This is an optimization exercise on Yosys and OpenROAD, whose aim is small area, not a production implementation. RTL that was checked went through simulation tests only; none was proved equivalent to the original. Power is estimated from default activity; no workload was simulated.

==> job 4875: inputs <==
==> flow/design.v (excerpt) <==
module cgra_pe_out_stream #(
    parameter int DATA_WIDTH   = 16,
    parameter int NUM_THREADS  = 8,
    parameter int THREAD_W     = 3,
    parameter int IGN_WIDTH    = 16,
    parameter int QTD_WIDTH    = 64,
    parameter int FIFO_AW      = 4,
    parameter int STALL_MARGIN = 4
) (
    input  logic                   i_clk,
    input  logic                   i_rst,
    input  logic                   i_en,
    input  logic                   i_in_valid,
    input  logic [THREAD_W-1:0]    i_in_thread,
    input  logic [DATA_WIDTH-1:0]  i_in_data,
    input  logic                   i_cfg_we,
    input  logic                   i_cfg_sel,
    input  logic [THREAD_W-1:0]    i_cfg_thread,
    input  logic [QTD_WIDTH-1:0]   i_cfg_data,
    output logic                   o_out_valid,
    input  logic                   i_out_ready,
    output logic [DATA_WIDTH-1:0]  o_out_data,
    output logic [THREAD_W-1:0]    o_out_thread,
    output logic                   o_out_last,
    output logic                   o_stall,
    output logic [NUM_THREADS-1:0] o_done,
    output logic                   o_all_done,
    output logic                   o_overflow
);
    localparam int DEPTH = 1 << FIFO_AW;
    localparam int EW    = THREAD_W + DATA_WIDTH + 1;
    logic [IGN_WIDTH-1:0]   r_ign_lim [NUM_THREADS];
    logic [IGN_WIDTH-1:0]   r_ign_rem [NUM_THREADS];
    logic [QTD_WIDTH-1:0]   r_qtd_rem [NUM_THREADS];
    logic [NUM_THREADS-1:0] r_armed;
    logic [NUM_THREADS-1:0] r_done;
    logic [EW-1:0]          r_mem [DEPTH];
    logic [FIFO_AW-1:0]     r_wr_ptr;
    logic [FIFO_AW-1:0]     r_rd_ptr;
    logic [FIFO_AW:0]       r_count;
    logic                   r_overflow;
    logic [NUM_THREADS-1:0] w_cfg_hit;
    logic [NUM_THREADS-1:0] w_in_hit;
  ...
==> module cgra_pe_out_stream, before the edit <==
module cgra_pe_out_stream #(
    parameter int DATA_WIDTH   = 16,
    parameter int NUM_THREADS  = 8,
    parameter int THREAD_W     = 3,
    parameter int IGN_WIDTH    = 16,
    parameter int QTD_WIDTH    = 64,
    parameter int FIFO_AW      = 4,
    parameter int STALL_MARGIN = 4
) (
    input  logic                   i_clk,
    input  logic                   i_rst,
    input  logic                   i_en,
    input  logic                   i_in_valid,
    input  logic [THREAD_W-1:0]    i_in_thread,
    input  logic [DATA_WIDTH-1:0]  i_in_data,
    input  logic                   i_cfg_we,
    input  logic                   i_cfg_sel,
    input  logic [THREAD_W-1:0]    i_cfg_thread,
    input  logic [QTD_WIDTH-1:0]   i_cfg_data,
    output logic                   o_out_valid,
    input  logic                   i_out_ready,
    output logic [DATA_WIDTH-1:0]  o_out_data,
    output logic [THREAD_W-1:0]    o_out_thread,
    output logic                   o_out_last,
    output logic                   o_stall,
    output logic [NUM_THREADS-1:0] o_done,
    output logic                   o_all_done,
    output logic                   o_overflow
);
    localparam int DEPTH = 1 << FIFO_AW;
    localparam int EW    = THREAD_W + DATA_WIDTH + 1;
    logic [IGN_WIDTH-1:0]   r_ign_lim [NUM_THREADS];
    logic [IGN_WIDTH-1:0]   r_ign_rem [NUM_THREADS];
    logic [QTD_WIDTH-1:0]   r_qtd_rem [NUM_THREADS];
    logic [NUM_THREADS-1:0] r_armed;
    logic [NUM_THREADS-1:0] r_done;
    logic [EW-1:0]          r_mem [DEPTH];
    logic [FIFO_AW-1:0]     r_wr_ptr;
    logic [FIFO_AW-1:0]     r_rd_ptr;
    logic [FIFO_AW:0]       r_count;
    logic                   r_overflow;
    logic [NUM_THREADS-1:0] w_cfg_hit;
    logic [NUM_THREADS-1:0] w_in_hit;
    logic [IGN_WIDTH-1:0]   w_ign_sel;
    logic [QTD_WIDTH-1:0]   w_qtd_sel;
    logic                   w_cons;
    logic                   w_skip;
    logic                   w_acc;
    logic                   w_last;
    logic                   w_cfg_zero;
    logic                   w_full;
    logic                   w_pop;
    logic                   w_push;
    always_comb begin
        for (int t = 0; t < NUM_THREADS; t++) begin
            w_cfg_hit[t] = i_cfg_we && (i_cfg_thread == THREAD_W'(t));
            w_in_hit[t]  = i_in_thread == THREAD_W'(t);
        end
    end
    assign w_ign_sel  = r_ign_rem[i_in_thread];
    assign w_qtd_sel  = r_qtd_rem[i_in_thread];
    assign w_cons     = i_en && i_in_valid && r_armed[i_in_thread] && !r_done[i_in_thread]
                        && !(i_cfg_we && (i_cfg_thread == i_in_thread));
    assign w_skip     = w_cons && (w_ign_sel != '0);
    assign w_acc      = w_cons && (w_ign_sel == '0);
    assign w_last     = w_qtd_sel == QTD_WIDTH'(1);
    assign w_cfg_zero = i_cfg_data == '0;
    assign w_full = r_count == (FIFO_AW+1)'(DEPTH);
    assign w_pop  = o_out_valid && i_out_ready;
    assign w_push = w_acc && (!w_full || w_pop);
    always_ff @(posedge i_clk) begin
        if (i_rst) begin
            r_armed <= '0;
            r_done  <= '0;
            for (int t = 0; t < NUM_THREADS; t++) r_ign_lim[t] <= '0;
        end else begin
            for (int t = 0; t < NUM_THREADS; t++) begin
                if (w_cfg_hit[t]) begin
                    if (!i_cfg_sel) begin
                        r_ign_lim[t] <= i_cfg_data[IGN_WIDTH-1:0];
                    end else begin
                        r_armed[t] <= 1'b1;
                        r_done[t]  <= w_cfg_zero;
                    end
                end else if (w_acc && w_in_hit[t]) begin
                    r_done[t] <= w_last;
                end
            end
        end
    end
    always_ff @(posedge i_clk) begin
        for (int t = 0; t < NUM_THREADS; t++) begin
            if (w_cfg_hit[t]) begin
                r_ign_rem[t] <= i_cfg_sel ? r_ign_lim[t] : i_cfg_data[IGN_WIDTH-1:0];
                if (i_cfg_sel) r_qtd_rem[t] <= i_cfg_data;
            end else if (w_skip && w_in_hit[t]) begin
                r_ign_rem[t] <= w_ign_sel - IGN_WIDTH'(1);
            end else if (w_acc && w_in_hit[t]) begin
                r_qtd_rem[t] <= w_qtd_sel - QTD_WIDTH'(1);
            end
        end
    end
    always_ff @(posedge i_clk) begin
        if (i_rst) begin
            r_wr_ptr   <= '0;
            r_rd_ptr   <= '0;
            r_count    <= '0;
            r_overflow <= 1'b0;
        end else begin
            if (w_push) r_wr_ptr <= r_wr_ptr + FIFO_AW'(1);
            if (w_pop)  r_rd_ptr <= r_rd_ptr + FIFO_AW'(1);
            case ({w_push, w_pop})
                2'b10:   r_count <= r_count + (FIFO_AW+1)'(1);
                2'b01:   r_count <= r_count - (FIFO_AW+1)'(1);
                default: r_count <= r_count;
            endcase
            if (w_acc && w_full && !w_pop) r_overflow <= 1'b1;
        end
    end
    always_ff @(posedge i_clk) begin
        if (w_push) r_mem[r_wr_ptr] <= {w_last, i_in_thread, i_in_data};
    end
    assign o_out_valid  = r_count != '0;
    assign {o_out_last, o_out_thread, o_out_data} = r_mem[r_rd_ptr];
    assign o_stall      = r_count >= (FIFO_AW+1)'(DEPTH - STALL_MARGIN);
    assign o_done       = r_done;
    assign o_all_done   = (|r_armed) && !(|(r_armed & ~r_done)) && (r_count == '0);
    assign o_overflow   = r_overflow;
endmodule
export LEC_CHECK = 0
export CAP_MARGIN = 20
export CORE_MARGIN = 2
export CORE_UTILIZATION = 65
export SLEW_MARGIN = 20
create_clock -name core_clock -period 6.0 [get_ports {i_clk}]
run.sh (not shown) runs the stock make flow with config.mk's settings and CLKGATE_MAP_FILE= SYNTH_SCRIPT=/design/flow/synth_recipe.tcl, a recipe that flattens the netlist after the stock synthesis.
==> job 788: changes against job 4875 <==
==> flow/design.v (replaced) <==
module cgra_pe_out_stream #(
    parameter int DATA_WIDTH   = 16,
    parameter int NUM_THREADS  = 8,
    parameter int THREAD_W     = 3,
    parameter int IGN_WIDTH    = 16,
    parameter int QTD_WIDTH    = 64,
    parameter int FIFO_AW      = 4,
    parameter int STALL_MARGIN = 4
) (
    input  logic                   i_clk,
    input  logic                   i_rst,
    input  logic                   i_en,
    input  logic                   i_in_valid,
    input  logic [THREAD_W-1:0]    i_in_thread,
    input  logic [DATA_WIDTH-1:0]  i_in_data,
    input  logic                   i_cfg_we,
    input  logic                   i_cfg_sel,
    input  logic [THREAD_W-1:0]    i_cfg_thread,
    input  logic [QTD_WIDTH-1:0]   i_cfg_data,
    output logic                   o_out_valid,
    input  logic                   i_out_ready,
    output logic [DATA_WIDTH-1:0]  o_out_data,
    output logic [THREAD_W-1:0]    o_out_thread,
    output logic                   o_out_last,
    output logic                   o_stall,
    output logic [NUM_THREADS-1:0] o_done,
    output logic                   o_all_done,
    output logic                   o_overflow
);
    localparam int DEPTH = 1 << FIFO_AW;
    typedef struct packed {
        logic                  last;
        logic [THREAD_W-1:0]   thread;
        logic [DATA_WIDTH-1:0] data;
    } entry_t;
    logic [IGN_WIDTH-1:0]   r_ign_lim [NUM_THREADS];
    logic [IGN_WIDTH-1:0]   r_ign_cnt [NUM_THREADS];
    logic [QTD_WIDTH-1:0]   r_qtd_lim [NUM_THREADS];
    logic [QTD_WIDTH-1:0]   r_qtd_cnt [NUM_THREADS];
    logic [NUM_THREADS-1:0] r_armed;
    logic [THREAD_W+DATA_WIDTH:0] r_mem [DEPTH];
    logic [FIFO_AW-1:0]     r_wr_ptr;
    logic [FIFO_AW-1:0]     r_rd_ptr;
    logic [FIFO_AW:0]       r_count;
    logic                   r_overflow;
    logic [NUM_THREADS-1:0] w_done;
    logic [NUM_THREADS-1:0] w_cfg_hit;
    logic [NUM_THREADS-1:0] w_skip;
    logic [NUM_THREADS-1:0] w_acc_t;
    logic                   w_acc;
    logic                   w_last;
    logic                   w_full;
    logic                   w_pop;
    logic                   w_push;
    logic [31:0]            w_free;
    entry_t                 w_head;
    always_comb begin
        w_done    = '0;
        w_cfg_hit = '0;
        w_skip    = '0;
        w_acc_t   = '0;
        for (int t = 0; t < NUM_THREADS; t++) begin
            w_done[t]    = r_armed[t] && (r_qtd_cnt[t] == r_qtd_lim[t]);
            w_cfg_hit[t] = i_cfg_we && (i_cfg_thread == THREAD_W'(t));
            if (i_en && i_in_valid && (i_in_thread == THREAD_W'(t)) && !w_cfg_hit[t]
                && r_armed[t] && !w_done[t]) begin
                w_skip[t]  = r_ign_cnt[t] < r_ign_lim[t];
                w_acc_t[t] = !(r_ign_cnt[t] < r_ign_lim[t]);
            end
        end
    end
    assign w_acc  = |w_acc_t;
    assign w_last = (r_qtd_cnt[i_in_thread] + QTD_WIDTH'(1)) == r_qtd_lim[i_in_thread];
    assign w_full = r_count == (FIFO_AW+1)'(DEPTH);
    assign w_pop  = o_out_valid && i_out_ready;
    assign w_push = w_acc && (!w_full || w_pop);
    assign w_free = 32'(DEPTH) - 32'(r_count);
    assign w_head = r_mem[r_rd_ptr];
    always_ff @(posedge i_clk) begin
        if (i_rst) begin
            r_armed <= '0;
            for (int t = 0; t < NUM_THREADS; t++) begin
                r_ign_lim[t] <= '0;
                r_ign_cnt[t] <= '0;
                r_qtd_lim[t] <= '0;
                r_qtd_cnt[t] <= '0;
            end
        end else begin
            for (int t = 0; t < NUM_THREADS; t++) begin
                if (w_cfg_hit[t]) begin
                    r_ign_cnt[t] <= '0;
                    if (!i_cfg_sel) begin
                        r_ign_lim[t] <= i_cfg_data[IGN_WIDTH-1:0];
                    end else begin
                        r_qtd_lim[t] <= i_cfg_data;
                        r_qtd_cnt[t] <= '0;
                        r_armed[t]   <= 1'b1;
                    end
                end else if (w_skip[t]) begin
                    r_ign_cnt[t] <= r_ign_cnt[t] + IGN_WIDTH'(1);
                end else if (w_acc_t[t]) begin
                    r_qtd_cnt[t] <= r_qtd_cnt[t] + QTD_WIDTH'(1);
                end
            end
        end
    end
    always_ff @(posedge i_clk) begin
        if (i_rst) begin
            r_wr_ptr   <= '0;
            r_rd_ptr   <= '0;
            r_count    <= '0;
            r_overflow <= 1'b0;
        end else begin
            if (w_push) r_wr_ptr <= r_wr_ptr + FIFO_AW'(1);
            if (w_pop)  r_rd_ptr <= r_rd_ptr + FIFO_AW'(1);
            case ({w_push, w_pop})
                2'b10:   r_count <= r_count + (FIFO_AW+1)'(1);
                2'b01:   r_count <= r_count - (FIFO_AW+1)'(1);
                default: r_count <= r_count;
            endcase
            if (w_acc && w_full && !w_pop) r_overflow <= 1'b1;
        end
    end
    always_ff @(posedge i_clk) begin
        if (w_push) r_mem[r_wr_ptr] <= {w_last, i_in_thread, i_in_data};
    end
    assign o_out_valid  = r_count != '0;
    assign o_out_data   = w_head.data;
    assign o_out_thread = w_head.thread;
    assign o_out_last   = w_head.last;
    assign o_stall      = w_free <= 32'(STALL_MARGIN);
    assign o_done       = w_done;
    assign o_all_done   = (|r_armed) && (&(w_done | ~r_armed)) && (r_count == '0);
    assign o_overflow   = r_overflow;
endmodule
- CORE_AREA: not set -> 2.3 2.72 456.08 455.66
- CORE_MARGIN: 2 -> not set
- CORE_UTILIZATION: 65 -> not set
- DIE_AREA: not set -> 0 0 458.38 458.38
==> job 4439: changes against job 4875 <==
--- a/flow/design.v
+++ b/flow/design.v
@@ -35,4 +35,5 @@
     logic [NUM_THREADS-1:0] r_armed;
     logic [NUM_THREADS-1:0] r_done;
+    logic [NUM_THREADS-1:0] r_fresh;
     logic [EW-1:0]          r_mem [DEPTH];
     logic [FIFO_AW-1:0]     r_wr_ptr;
@@ -52,4 +53,5 @@
     logic                   w_pop;
     logic                   w_push;
+    logic [EW-1:0]          w_head;
     always_comb begin
         for (int t = 0; t < NUM_THREADS; t++) begin
@@ -58,6 +60,13 @@
         end
     end
-    assign w_ign_sel  = r_ign_rem[i_in_thread];
-    assign w_qtd_sel  = r_qtd_rem[i_in_thread];
+    always_comb begin
+        w_ign_sel = '0;
+        w_qtd_sel = '0;
+        for (int t = 0; t < NUM_THREADS; t++) begin
+            w_ign_sel = w_ign_sel | ({IGN_WIDTH{w_in_hit[t] &&  r_fresh[t]}} & r_ign_lim[t])
+                                  | ({IGN_WIDTH{w_in_hit[t] && !r_fresh[t]}} & r_ign_rem[t]);
+            w_qtd_sel = w_qtd_sel | ({QTD_WIDTH{w_in_hit[t]}} & r_qtd_rem[t]);
+        end
+    end
     assign w_cons     = i_en && i_in_valid && r_armed[i_in_thread] && !r_done[i_in_thread]
                         && !(i_cfg_we && (i_cfg_thread == i_in_thread));
@@ -73,11 +82,8 @@
             r_armed <= '0;
             r_done  <= '0;
-            for (int t = 0; t < NUM_THREADS; t++) r_ign_lim[t] <= '0;
         end else begin
             for (int t = 0; t < NUM_THREADS; t++) begin
                 if (w_cfg_hit[t]) begin
-                    if (!i_cfg_sel) begin
-                        r_ign_lim[t] <= i_cfg_data[IGN_WIDTH-1:0];
-                    end else begin
+                    if (i_cfg_sel) begin
                         r_armed[t] <= 1'b1;
                         r_done[t]  <= w_cfg_zero;
@@ -89,15 +95,32 @@
         end
     end
+    logic [QTD_WIDTH-1:0] w_qtd_dec;
+    logic [NUM_THREADS-1:0] w_qld, w_qdc, w_qhd;
+    assign w_qtd_dec = w_qtd_sel - QTD_WIDTH'(1);
+    always_comb begin
+        for (int t = 0; t < NUM_THREADS; t++) begin
+            w_qld[t] = w_cfg_hit[t] && i_cfg_sel;
+            w_qdc[t] = !w_cfg_hit[t] && w_acc && w_in_hit[t];
+            w_qhd[t] = !w_qld[t] && !w_qdc[t];
+        end
+    end
     always_ff @(posedge i_clk) begin
         for (int t = 0; t < NUM_THREADS; t++) begin
+            r_qtd_rem[t] <= ({QTD_WIDTH{w_qld[t]}} & i_cfg_data)
+                          | ({QTD_WIDTH{w_qdc[t]}} & w_qtd_dec)
+                          | ({QTD_WIDTH{w_qhd[t]}} & r_qtd_rem[t]);
             if (w_cfg_hit[t]) begin
-                r_ign_rem[t] <= i_cfg_sel ? r_ign_lim[t] : i_cfg_data[IGN_WIDTH-1:0];
-                if (i_cfg_sel) r_qtd_rem[t] <= i_cfg_data;
+                r_fresh[t] <= 1'b1;
             end else if (w_skip && w_in_hit[t]) begin
+                r_fresh[t]   <= 1'b0;
                 r_ign_rem[t] <= w_ign_sel - IGN_WIDTH'(1);
-            end else if (w_acc && w_in_hit[t]) begin
-                r_qtd_rem[t] <= w_qtd_sel - QTD_WIDTH'(1);
             end
         end
+    end
+    logic [IGN_WIDTH-1:0] w_lim_d;
+    assign w_lim_d = i_rst ? '0 : i_cfg_data[IGN_WIDTH-1:0];
+    always_ff @(posedge i_clk) begin
+        for (int t = 0; t < NUM_THREADS; t++)
+            if (i_rst || (w_cfg_hit[t] && !i_cfg_sel)) r_ign_lim[t] <= w_lim_d;
     end
     always_ff @(posedge i_clk) begin
@@ -122,5 +145,10 @@
     end
     assign o_out_valid  = r_count != '0;
-    assign {o_out_last, o_out_thread, o_out_data} = r_mem[r_rd_ptr];
+    always_comb begin
+        w_head = '0;
+        for (int k = 0; k < DEPTH; k++)
+            w_head = w_head | ({EW{r_rd_ptr == FIFO_AW'(k)}} & r_mem[k]);
+    end
+    assign {o_out_last, o_out_thread, o_out_data} = w_head;
     assign o_stall      = r_count >= (FIFO_AW+1)'(DEPTH - STALL_MARGIN);
     assign o_done       = r_done;
==> flow/flow/run.sh (new file) <==
#!/bin/bash
# The standard layout (the standard.sh, standard synthesis) with two changes:
#  - port buffers use the smallest buffer cell, sky130_fd_sc_hd__buf_1;
#  - the clock tree is built from clkbuf_4 cells in small clusters, without dummy loads.
# standard.sh's full output goes to standard.log; ORFS's own logs stay under orfs/logs.
set -euo pipefail
bash standard.sh \
    "BUFFER_PORTS_ARGS=-buffer_cell sky130_fd_sc_hd__buf_1" \
    "CTS_ARGS=-sink_clustering_enable -repair_clock_nets -buf_list sky130_fd_sc_hd__clkbuf_4 -sink_clustering_size 8 -sink_clustering_max_diameter 80 -dont_use_dummy_load" \
    finish > standard.log 2>&1
==> flow/standard.sh (new file) <==
#!/bin/bash
# synth_recipe.tcl (not shown) runs the flow's synth.tcl, then flattens the netlist and writes it again
# the make line also repeats each setting of config.mk as NAME=value (left out here)
make -C /OpenROAD-flow-scripts/flow DESIGN_CONFIG=/design/flow/config.mk WORK_HOME=/design/flow/orfs CLKGATE_MAP_FILE= SYNTH_SCRIPT=/design/flow/synth_recipe.tcl "${@:-finish}"
removed: flow/run.sh
==> summary of the runs <==
- The highest sequential share of layout area belongs to job 4439, the lowest to job 788.
- Against job 4439, the first-iteration DRC count of job 4875 is lower by 22%.
- Cell count: job 788 > job 4875 > job 4439.
- The highest register-to-register slack belongs to job 4875, the lowest to job 788.
- Against job 4875, the sequential power of job 4439 is larger by 9.9%.
- Critical path depth: job 4875 > job 4439 > job 788.
- Of job 4875 and job 4439, job 4875 has the higher hold slack (gap 12 ps).
- Between job 788 and job 4439, the lower design area is in job 4439 (gap about 90%, measured against job 4439).
==> figures <==
                                                                                     job 4439                job 4875                          job 788
Die ar.                                                                            0.0759 mm2              0.0834 mm2                        0.210 mm2
Drt first pass iters                                                                        9                       8                                8
Clock tree skew after final layout                                                     122 ps                 27.0 ps                          67.1 ps
Total standard cell area after synthesis                                           0.0479 mm2              0.0527 mm2                       0.0826 mm2
Power group with the highest consumption                                     sequential cells        sequential cells                            clock
Yosys cell types                                                                           93                      87                              105
Areal power density over the cells                                                 321 mW/mm2              296 mW/mm2                       269 mW/mm2
Placed inst area                                                                   0.0502 mm2              0.0556 mm2                       0.0904 mm2
Run status                                                                     finished clean          finished clean                   finished clean
Fraction of final layout cells with drive strength greater than 1                       14.8%                   13.3%                            13.7%
Count of buffering cells on the critical path with inverters included                       2                       4                                2
Area-dominant cell class after layout                                  flip-flops and latches  flip-flops and latches  multi-input combinational cells
Internal portion of total power                                                     11,600 uW               13,500 uW                        19,200 uW
Die extent in y                                                                        275 um                  289 um                           458 um
CP endpoint kind                                                                         flop                    flop                   primary output
Part of the power in registers                                                          57.7%                   49.2%                            43.6%
Syn nets                                                                                4,094                   4,633                            9,581
Cell depth of the worst flop-to-flop path                                                  11                      12                               20
Function not checked in job 4875 and job 788: the RTL went through the layout flow alone.

-- port drivers added, routing unchanged --
No port has a modelled driver above. Below, the same layouts with a new extraction and two added sets of constraints. Step 1 (the two cells are an assumption about what drives the block):
set clk [get_ports {i_clk}]
set_driving_cell -lib_cell sky130_fd_sc_hd__clkbuf_16 $clk
set_driving_cell -lib_cell sky130_fd_sc_hd__buf_2 [delete_from_list [all_inputs] $clk]
Step 2 adds t to the input delays and takes it off the output delays; t is the mean of the earliest and latest rising clock arrival at the registers after step 1. Input paths then give back, and output paths get back, about the clock's delay inside the block. a / b / c = ideal / step 1 / step 2; a / b = the first two.
run | shift t [ns] | setup slack, ns | hold WS [ns] | slew at the worst register clock pin (ns)
job 4875 | 0.756 | 0.793 / 0.781 / 0.025 | 0.456 / 0.456 / 0.456 | 0.07 / 0.07
job 788 | 0.957 | 0.085 / -0.020 / -0.659 | 0.454 / 0.454 / 0.454 | 0.07 / 0.07
job 4439 | 1.105 | 0.900 / 0.900 / -0.144 | 0.444 / 0.444 / 0.444 | 0.11 / 0.11
Met with ideal ports but missed after step 2: setup timing in job 788 and job 4439. The setup slack of job 4439, which loses most, moves by 0.000 ns with the drivers and by -1.044 ns with both steps.
